Context: an optimization exercise on an open-source flow, tuned for small area, a short achievable clock period and few clock cycles per item. The choices shown serve that exercise and are no tape-out recipe.
Where RTL was checked, it was by simulation tests only, not by an equivalence proof against the original.
Power is estimated from default activity; no workload was simulated.

Setup of the baseline:
==> flow/design.v (excerpt) <==
module npu_requant #(
  localparam int M_LEN  = 32,
  localparam int S_LEN  = 32,
  localparam int SH_LEN = 5
) (
  input  logic              clk_i,
  input  logic              rstn_i,
  input  logic              clear_i,
  input  logic [M_LEN-1:0]  acc_i,
  input  logic [S_LEN-1:0]  mult_i,
  input  logic [SH_LEN-1:0] shift_i,
  input  logic              valid_i,
  output logic              ready_o,
  output logic [M_LEN-1:0]  data_o,
  output logic              valid_o,
  input  logic              ready_i
);
  localparam int L = 16;   
  logic en;
  assign en      = ready_i;
  assign ready_o = ready_i;
  logic [31:0]   acc1_q, mult1_q;
  logic [4:0]    sh1_q, sh2_q;
  logic [63:L]   a2_q, b2_q;
  logic          cl2_q;
  logic [31:0]   data3_q;
  logic          v1_q, v2_q, v3_q;
  logic [31:0] pp [16];
  logic [15:0] ppn;
  logic [15:0] bneg, one, two;
  logic [31:1] oh;
  logic        negp, g;
  logic [63:0] ta, tb;
  always_comb begin
    for (int i = 0; i < 16; i++) begin
  ...
For scale: roughly 3000 cells after synthesis, ~210 flip-flops, about 110 I/O pins.
export LEC_CHECK = 0
export CAP_MARGIN = 20
export CORE_MARGIN = 2
export CORE_UTILIZATION = 40
export SLEW_MARGIN = 20
export SYNTH_HIERARCHICAL = 1
export SYNTH_MINIMUM_KEEP_SIZE = 0
create_clock -name core_clock -period 10.0 [get_ports {clk_i}]
run.sh (not shown) runs the stock make flow with config.mk's settings and CLKGATE_MAP_FILE= SYNTH_SCRIPT=/design/flow/synth_recipe.tcl, a recipe that flattens the netlist after the stock synthesis.
The baseline: no failed stages, no open violations at the end
Relative to the baseline, the following input files were edited for the candidate:
- SETUP_SLACK_MARGIN newly set to 5
## What came out
The candidate vs. the baseline: final setup slack of the worst path went up by 1.05 ns. In the metrics for the baseline and the candidate, the one carrying the lower clock skew is the baseline. Relative to the baseline, the number of gates given a new drive strength after cts of the candidate is higher by 86. The baseline and the candidate ended up with nearly the same sequential group power. For the baseline, the most common cell after layout, fill and taps aside was sky130_fd_sc_hd__xnor2_1, unlike the candidate, where it was sky130_fd_sc_hd__a22oi_2.
Function was not checked in any run of this note: the RTL went through the layout flow alone.


## run 1
npu_requant, a different RTL version from the one above (not shown whole).
Size: roughly 2500 cells after synthesis, about 110 I/O pins, ~30000 µm² of cells after synthesis.
export LEC_CHECK = 0
export CAP_MARGIN = 5
export CORE_MARGIN = 2
export CORE_UTILIZATION = 60
export CTS_BUF_LIST = sky130_fd_sc_hd__clkbuf_8
export SETUP_SLACK_MARGIN = 5
export SLEW_MARGIN = 5
export SYNTH_HIERARCHICAL = 1
export SYNTH_MINIMUM_KEEP_SIZE = 0
create_clock -name core_clock -period 10.0 [get_ports {clk_i}]
standard.sh (not shown) runs the stock make flow with config.mk's settings and CLKGATE_MAP_FILE= SYNTH_SCRIPT=/design/flow/synth_recipe.tcl, a recipe that flattens the netlist after the stock synthesis.
==> flow/flow/run.sh <==
#!/bin/bash
# The standard ORFS layout (standard.sh) with different repair settings:
#   SETUP_SLACK_MARGIN=5.7 "BUFFER_PORTS_ARGS=-buffer_cell sky130_fd_sc_hd__buf_1" "CTS_ARGS=-sink_clustering_enable -repair_clock_nets -buf_list sky130_fd_sc_hd__clkbuf_8 -dont_use_dummy_load"
# All of the flow's output goes to standard.log; ORFS keeps each step's log under orfs/logs.
set -euo pipefail
bash standard.sh SETUP_SLACK_MARGIN=5.7 "BUFFER_PORTS_ARGS=-buffer_cell sky130_fd_sc_hd__buf_1" "CTS_ARGS=-sink_clustering_enable -repair_clock_nets -buf_list sky130_fd_sc_hd__clkbuf_8 -dont_use_dummy_load" finish > standard.log 2>&1
Testbench counts of run 1, summed over its fixed seeds: cycles 8,012, items 8,000.
The following lists how run 2 was set up differently from run 1:
# run 1
export LEC_CHECK = 0
export CAP_MARGIN = 5
export CORE_MARGIN = 2
export CORE_UTILIZATION = 60
export CTS_BUF_LIST = sky130_fd_sc_hd__clkbuf_8
export SETUP_SLACK_MARGIN = 5
export SLEW_MARGIN = 5
export SYNTH_HIERARCHICAL = 1
export SYNTH_MINIMUM_KEEP_SIZE = 0
create_clock -name core_clock -period 10.0 [get_ports {clk_i}]
# run 2
export LEC_CHECK = 0
export CAP_MARGIN = 5
export CORE_MARGIN = 2
export CORE_UTILIZATION = 68
export CTS_BUF_LIST = sky130_fd_sc_hd__clkbuf_8
export SETUP_SLACK_MARGIN = 5
export SLEW_MARGIN = 5
export SYNTH_HIERARCHICAL = 1
export SYNTH_MINIMUM_KEEP_SIZE = 0
create_clock -name core_clock -period 10.0 [get_ports {clk_i}]
==> flow/flow/run.sh <==
#!/bin/bash
# The standard ORFS layout (standard.sh) with different repair settings:
#   SETUP_SLACK_MARGIN=5.7 "BUFFER_PORTS_ARGS=-buffer_cell sky130_fd_sc_hd__buf_1" "CTS_ARGS=-sink_clustering_enable -repair_clock_nets -buf_list sky130_fd_sc_hd__clkbuf_8 -dont_use_dummy_load -sink_clustering_size 12 -sink_clustering_max_diameter 100"
# All of the flow's output goes to standard.log; ORFS keeps each step's log under orfs/logs.
set -euo pipefail
bash standard.sh SETUP_SLACK_MARGIN=5.7 "BUFFER_PORTS_ARGS=-buffer_cell sky130_fd_sc_hd__buf_1" "CTS_ARGS=-sink_clustering_enable -repair_clock_nets -buf_list sky130_fd_sc_hd__clkbuf_8 -dont_use_dummy_load -sink_clustering_size 12 -sink_clustering_max_diameter 100" finish > standard.log 2>&1
### Flow results
- Run 2 went all the way through synthesis, placement and routing and the layout is clean on timing, DRC and antenna.
- Relative to run 1, post-CTS repair timing setup buffer count has decreased by 2 in run 2.
- Relative to run 1, count of clock-buffer cells in the layout has decreased by 18 in run 2.
- Run 2: routed length per instance 1.1% above run 1
- Delta (run 2 minus run 1): post-synth design cell area barely changed, register-to-register setup slack barely changed, routed wire length dropped about 1.4%, post-layout instance count excluding filler cells dropped about 2.5%.
- Compared with run 1, run 2 shows combined global-route utilization of all metal layers higher by 4.0 points.
- Worst hold slack after final layout (lower): run 1
- Relative to run 1, the maximum frequency from static timing analysis of run 2 is lower by 0.51%.
- Status: final number of max-transition violations parity (run 1, run 2)
Input-level comparison between run 3 and run 2:
# run 2
export LEC_CHECK = 0
export CAP_MARGIN = 5
export CORE_MARGIN = 2
export CORE_UTILIZATION = 68
export CTS_BUF_LIST = sky130_fd_sc_hd__clkbuf_8
export SETUP_SLACK_MARGIN = 5
export SLEW_MARGIN = 5
export SYNTH_HIERARCHICAL = 1
export SYNTH_MINIMUM_KEEP_SIZE = 0
create_clock -name core_clock -period 10.0 [get_ports {clk_i}]
# run 3
export LEC_CHECK = 0
export CAP_MARGIN = 0
export CORE_MARGIN = 2
export CORE_UTILIZATION = 65
export CTS_BUF_LIST = sky130_fd_sc_hd__clkbuf_8
export SETUP_SLACK_MARGIN = 5
export SLEW_MARGIN = 0
export SYNTH_HIERARCHICAL = 1
export SYNTH_MINIMUM_KEEP_SIZE = 0
create_clock -name core_clock -period 10.0 [get_ports {clk_i}]
Notes after the runs:
Of run 3 and run 2, the lower post-CTS setup-driven buffer insertion count belongs to run 2.
Run 3 against run 2: final wirelength level; placeable core area shows an increase of 4.9%; via count fell 1.4%.
When run 3 is measured against run 2, its area growth from synthesis to layout turns out 1.2 points lower.
Sum of routed wire segments on met1 came out higher on run 3 than on run 2.
In the metrics for run 3 and run 2, the one carrying the higher total power per unit cell area is run 2.
Critical path depth, run 3 and run 2: higher on run 2
Core util | run 3 vs run 2 | run 3 lower
NOTE length of routed met3 wiring run 2->run 3 decreased by a few percent
Input-level comparison between run 4 and run 3:
# run 3
export LEC_CHECK = 0
export CAP_MARGIN = 0
export CORE_MARGIN = 2
export CORE_UTILIZATION = 65
export CTS_BUF_LIST = sky130_fd_sc_hd__clkbuf_8
export SETUP_SLACK_MARGIN = 5
export SLEW_MARGIN = 0
export SYNTH_HIERARCHICAL = 1
export SYNTH_MINIMUM_KEEP_SIZE = 0
create_clock -name core_clock -period 10.0 [get_ports {clk_i}]
# run 4
export LEC_CHECK = 0
export CAP_MARGIN = 5
export CORE_MARGIN = 2
export CORE_UTILIZATION = 60
export CTS_BUF_LIST = sky130_fd_sc_hd__clkbuf_8
export SETUP_SLACK_MARGIN = 5
export SLEW_MARGIN = 5
export SYNTH_HIERARCHICAL = 1
export SYNTH_MINIMUM_KEEP_SIZE = 0
create_clock -name core_clock -period 10.0 [get_ports {clk_i}]
==> flow/flow/run.sh <==
#!/bin/bash
# The standard ORFS layout (standard.sh) with different repair settings:
#   SETUP_SLACK_MARGIN=5.7 "BUFFER_PORTS_ARGS=-buffer_cell sky130_fd_sc_hd__buf_1"
# All of the flow's output goes to standard.log; ORFS keeps each step's log under orfs/logs.
set -euo pipefail
bash standard.sh SETUP_SLACK_MARGIN=5.7 "BUFFER_PORTS_ARGS=-buffer_cell sky130_fd_sc_hd__buf_1" finish > standard.log 2>&1
[summary]
- Die area, run 4 vs run 3: up by a little under 10%
- For run 3, the destination of the critical timing path was ready_o, unlike run 4, where it was b2_q[39].
- Per the comparison of run 4 with run 3, final cycle utilization of the critical path moved down; hold slack moved down; fmax moved up; critical path depth moved up.
The following lists how run 5 was set up differently from run 4:
==> flow/flow/run.sh <==
#!/bin/bash
# The standard ORFS layout (standard.sh) with different repair settings:
#   SETUP_SLACK_MARGIN=5.7 "BUFFER_PORTS_ARGS=-buffer_cell sky130_fd_sc_hd__buf_1" "CTS_ARGS=-sink_clustering_enable -repair_clock_nets -buf_list sky130_fd_sc_hd__clkbuf_8 -dont_use_dummy_load -sink_clustering_size 12 -sink_clustering_max_diameter 100"
# All of the flow's output goes to standard.log; ORFS keeps each step's log under orfs/logs.
set -euo pipefail
bash standard.sh SETUP_SLACK_MARGIN=5.7 "BUFFER_PORTS_ARGS=-buffer_cell sky130_fd_sc_hd__buf_1" "CTS_ARGS=-sink_clustering_enable -repair_clock_nets -buf_list sky130_fd_sc_hd__clkbuf_8 -dont_use_dummy_load -sink_clustering_size 12 -sink_clustering_max_diameter 100" finish > standard.log 2>&1
==> run notes <==
Area of the mapped netlist: run 5 vs run 4 identical. Delta (run 5 minus run 4): power in combinational cells ~0 delta, final-layout clock-cell area share fell by 1.3 points, clock buffer count now sits lower, via count fell by 191. Run 5: no failed stages, no open violations at the end.

-- static timing again, ports no longer ideal --
Ports are ideal in the flow. The routed layouts listed here were re-timed in OpenROAD. Step 1 (the two cells are an assumption about what drives the block):
set clk [get_ports {clk_i}]
set_driving_cell -lib_cell sky130_fd_sc_hd__clkbuf_16 $clk
set_driving_cell -lib_cell sky130_fd_sc_hd__buf_2 [delete_from_list [all_inputs] $clk]
Step 2 adds t to the input delays and takes it off the output delays; t is the mean of the earliest and latest rising clock arrival at the registers after step 1. Input paths then give back, and output paths get back, about the clock's delay inside the block. Slacks: ideal / step 1 / step 2; pairs: ideal / step 1.
run | shift t [ns] | setup WS [ns] | pins driven straight from the clock port
the baseline | 0.679 | 3.919 / 3.919 / 3.919 | 1
the candidate | 0.661 | 4.972 / 4.972 / 4.972 | 1
run 1 | 0.657 | 5.691 / 5.691 / 5.398 | 1
run 2 | 0.644 | 5.669 / 5.616 / 5.616 | 1
run 3 | 0.686 | 5.712 / 5.672 / 5.672 | 1
run 4 | 0.665 | 5.746 / 5.731 / 5.400 | 1
run 5 | 0.651 | 5.738 / 5.732 / 5.438 | 1
After both steps setup and hold are still met in every run listed. For run 4, which loses most, drivers alone change the setup slack by -0.015 ns; drivers and shift together by -0.346 ns.
